This design comes from an exercise in tuning for small area, a short achievable clock period and few clock cycles per item on the open sky130 flow, not from production work.
Only simulation tests tie the RTL to the original design; equivalence was not proved.
Power figures rest on the tool's default switching activity, not on a simulated workload.

willow:
==> flow/design.v (excerpt) <==
module dmem_bus #(
  parameter int N           = 32,
  parameter int ADDR_W      = 32,
  parameter int DEPTH       = 64,
  parameter int WAIT_CYCLES = 1     
) (
  input  logic              clk,
  input  logic              rst_n,
  input  logic              req_valid,
  output logic              req_ready,
  input  logic              req_write,
  input  logic [1:0]        req_size,
  input  logic              req_unsigned,
  input  logic [ADDR_W-1:0] req_addr,
  input  logic [N-1:0]      req_wdata,
  output logic              resp_valid,
  input  logic              resp_ready,
  output logic [N-1:0]      resp_rdata,
  output logic              resp_err
);
  localparam int IDX_W = $clog2(DEPTH);
  logic [DEPTH*N-1:0] mem;       
  logic             w_accept;
  logic             w_req_err;
  logic             s1_v, s1_ld, s1_err;
  logic [3:0]       s1_be;
  logic [N-1:0]     s1_wd;
  logic [DEPTH-1:0] s1_sel;      
  logic [6:0]       s1_ctl;
  logic             s2_v, s2_ld, s2_err;
  logic [2*N-1:0]   s2_pn;      
  logic [N-1:0]     s2_word;
  logic [1:0]       s2_bsel;    
  logic             s2_hsel;    
  logic             s2_b1ext;   
  logic             s2_hiext;   
  logic             s2_sgn;     
  logic             s2_sbyte;   
  logic             out_v, out_err;
  logic [N-1:0]     out_d;
  logic             w_out_load, w_s2_stall, w_s1_stall;
  logic [2*N-1:0]   w_pn;
  logic [7:0]       w_b0;
  logic [7:0]       w_b1;
  logic             w_sign;
  logic [N-1:0]     w_res;
  logic             w_unused;
  assign w_unused = ^req_addr[ADDR_W-1:IDX_W+2];
  assign w_req_err = (req_size == 2'b11) ||
                     ((req_size == 2'b01) && req_addr[0]) ||
                     ((req_size == 2'b10) && (req_addr[1:0] != 2'b00));
  ...
Size in the first run: roughly 6600 cells after synthesis, ~110 I/O pins, roughly 81000 µm² of cells after synthesis.
==> flow/config.mk <==
export PLATFORM = sky130hd
export DESIGN_NAME = dmem_bus
export DESIGN_NICKNAME = dmem_bus
export VERILOG_FILES = /design/flow/design.v
export SDC_FILE = /design/flow/constraint.sdc
export NUM_CORES = 4
export LEC_CHECK = 0
export CAP_MARGIN = 20
export CORE_MARGIN = 2
export CORE_UTILIZATION = 40
export CTS_CLUSTER_DIAMETER = 60
export CTS_CLUSTER_SIZE = 28
export SETUP_SLACK_MARGIN = 2.5
export SLEW_MARGIN = 20
export SYNTH_HIERARCHICAL = 1
export SYNTH_MINIMUM_KEEP_SIZE = 0
==> flow/constraint.sdc <==
create_clock -name core_clock -period 5.0 [get_ports {clk}]
set_input_delay 1.0000 -clock core_clock [delete_from_list [all_inputs] [get_ports {clk}]]
set_output_delay 1.0000 -clock core_clock [all_outputs]
set_load 0.01 [all_outputs]
run.sh (not shown) runs the stock make flow with config.mk's settings and CLKGATE_MAP_FILE= SYNTH_SCRIPT=/design/flow/synth_recipe.tcl, a recipe that flattens the netlist after the stock synthesis.
Testbench counts of willow, summed over its fixed seeds: cycles 24,024, items 24,000.
Setup changes, willow to onyx
Settings: SETUP_SLACK_MARGIN now 2.6, was 2.5.
==> flow/flow/run.sh (new file) <==
#!/bin/bash
# Layout flow: the standard flow (standard.sh, with its unchanged
# synthesis), run to finish with two settings changed on make's command line:
#  - MATCH_CELL_FOOTPRINT=0: timing repair may resize a cell to any cell of
#    the same function, not only to one of the same footprint;
#  - the port buffers that buffer_ports inserts are buf_4 cells.
# The make output goes to flow_make.log; ORFS writes each step's full log
# under orfs/logs/.
set -o pipefail
bash standard.sh MATCH_CELL_FOOTPRINT=0 \
  "BUFFER_PORTS_ARGS=-buffer_cell sky130_fd_sc_hd__buf_4" finish \
  > flow_make.log 2>&1
==> flow/standard.sh (new file) <==
#!/bin/bash
# synth_recipe.tcl (not shown) runs the flow's synth.tcl, then flattens the netlist and writes it again
# the make line also repeats each setting of config.mk as NAME=value (left out here)
make -C /OpenROAD-flow-scripts/flow DESIGN_CONFIG=/design/flow/config.mk WORK_HOME=/design/flow/orfs CLKGATE_MAP_FILE= SYNTH_SCRIPT=/design/flow/synth_recipe.tcl "${@:-finish}"
removed: flow/run.sh
--- outcome ---
- The final layout from onyx, which completed every stage, passed the timing, design-rule and antenna checks at the end of the flow.
- | actual slew at the worst max-slew pin | higher: onyx |
- Clock network area share: willow and onyx compared, higher one is willow
- Going from willow to onyx, count of clock-buffer cells in the layout moved down; number of buffers added by the clock tree synthesis step moved up; post-synthesis cell type count level.
- The highest clock rate of willow and that of onyx are within noise of each other.
- Sort willow and onyx by wire length on met1 asc -> top: onyx
- From willow to onyx the numbers moved as follows: final area +about 0.34%; critical path data arrival time about even; power in sequential cells held; overall power after layout down 0.78%.
Relative to onyx, the following input files were edited for amber:
==> flow/run.sh (new file) <==
#!/bin/bash
# synth_recipe.tcl (not shown) runs the flow's synth.tcl, then flattens the netlist and writes it again
# the make line also repeats each setting of config.mk as NAME=value (left out here)
make -C /OpenROAD-flow-scripts/flow DESIGN_CONFIG=/design/flow/config.mk WORK_HOME=/design/flow/orfs CLKGATE_MAP_FILE= SYNTH_SCRIPT=/design/flow/synth_recipe.tcl finish
removed: flow/flow/run.sh
removed: flow/standard.sh
amber | stages: all done | timing, DRC, antenna: all pass. onyx → amber: number of CTS-inserted buffers shows a reduction of 1, layout overhead on the synthesized area decreased by 0.16 points relative to the old numbers. From onyx to amber the numbers moved as follows: number of ordinary and repair buffers in the finished layout shows a reduction of 21, sequential cell area fraction in the yosys report held, number of setup buffers added after CTS picked up an extra 2, fraction of power spent switching nets shrank by 0.72 points, met1 usage went up 0.33 points. Lower slack of the critical path was reported by onyx, not amber.

Setup of Q:
Another version of the RTL of dmem_bus (not shown whole).
Size in the first run: ~6800 cells after synthesis, roughly 2300 flip-flops, ~110 I/O pins, ~0.083 mm2 of cells after synthesis.
clock: 5.0 ns
lec_check: 0
cap_margin: 20
core_margin: 2
core_utilization: 45
cts_cluster_diameter: 60
cts_cluster_size: 28
setup_slack_margin: 2.6
slew_margin: 20
synth_hierarchical: 1
synth_minimum_keep_size: 0
standard.sh (not shown) runs the stock make flow with config.mk's settings and CLKGATE_MAP_FILE= SYNTH_SCRIPT=/design/flow/synth_recipe.tcl, a recipe that flattens the netlist after the stock synthesis.
==> flow/flow/run.sh <==
#!/bin/bash
# Layout flow: the standard flow (standard.sh, with its unchanged
# synthesis), run to finish with two settings changed on make's command line:
#  - MATCH_CELL_FOOTPRINT=0: timing repair may resize a cell to any cell of
#    the same function, not only to one of the same footprint;
#  - the port buffers that buffer_ports inserts are buf_4 cells.
# The make output goes to flow_make.log; ORFS writes each step's full log
# under orfs/logs/.
set -o pipefail
bash standard.sh MATCH_CELL_FOOTPRINT=0 \
  "BUFFER_PORTS_ARGS=-buffer_cell sky130_fd_sc_hd__buf_4" finish \
  > flow_make.log 2>&1
Testbench counts of Q, summed over its fixed seeds: cycles 24,024, items 24,000.
### Q -> P
--- a/flow/config.mk
+++ b/flow/config.mk
@@ -8,7 +8,8 @@
 export CAP_MARGIN = 20
 export CORE_MARGIN = 2
-export CORE_UTILIZATION = 45
+export CORE_UTILIZATION = 40
 export CTS_CLUSTER_DIAMETER = 60
 export CTS_CLUSTER_SIZE = 28
+export PLACE_DENSITY = 0.5
 export SETUP_SLACK_MARGIN = 2.6
 export SLEW_MARGIN = 20
==> run notes <==
- P: all stages complete, timing, DRC and antenna checks passed
- Period utilization: P vs Q down 0.17 points
- Combinational share of power: P vs Q down 0.4 points
- Looking at minimum period implied by the final worst setup slack across both flows, P is the stronger of the two, with Q trailing.
- Worst slew margin relative to its limit (higher): P
- Re met1 wire length: Q and P aren't equal, and the lower value belongs to Q.
- The run with more routed wire is P, not Q.
- Against Q, die footprint in P came out worse.
- Cell at the slowest stage of the critical path: sky130_fd_sc_hd__a222oi_1 -> Q, sky130_fd_sc_hd__mux4_2 -> P
- P does better than Q on setup slack.

==> static timing again, ports no longer ideal <==
The flow's constraints put no driver on any port. The routed layouts listed below were extracted and timed again, unchanged, in two steps. Step 1 (the two cells are an assumption about what drives the block):
set clk [get_ports {clk}]
set_driving_cell -lib_cell sky130_fd_sc_hd__clkbuf_16 $clk
set_driving_cell -lib_cell sky130_fd_sc_hd__buf_2 [delete_from_list [all_inputs] $clk]
Step 2 times the ports against the registers' clock, not the clock port: input delays grow and output delays shrink by t, the midpoint of the rising clock arrivals with the driver on. Slacks: no drivers / after step 1 / after step 2; pairs: no drivers / after step 1.
run	shift t [ns]	setup slack, ns	worst data-port slew with drivers (ns)
willow	0.907	2.464 / 2.375 / 1.954	0.12
onyx	0.903	2.458 / 2.367 / 2.049	0.09
amber	0.905	2.461 / 2.372 / 1.960	0.12
Q	0.884	2.571 / 2.534 / 2.000	0.18
P	0.891	2.580 / 2.498 / 2.082	0.07
After both steps every run listed still meets setup and hold. For Q, which loses most, drivers alone change the setup slack by -0.037 ns; drivers and shift together by -0.571 ns.
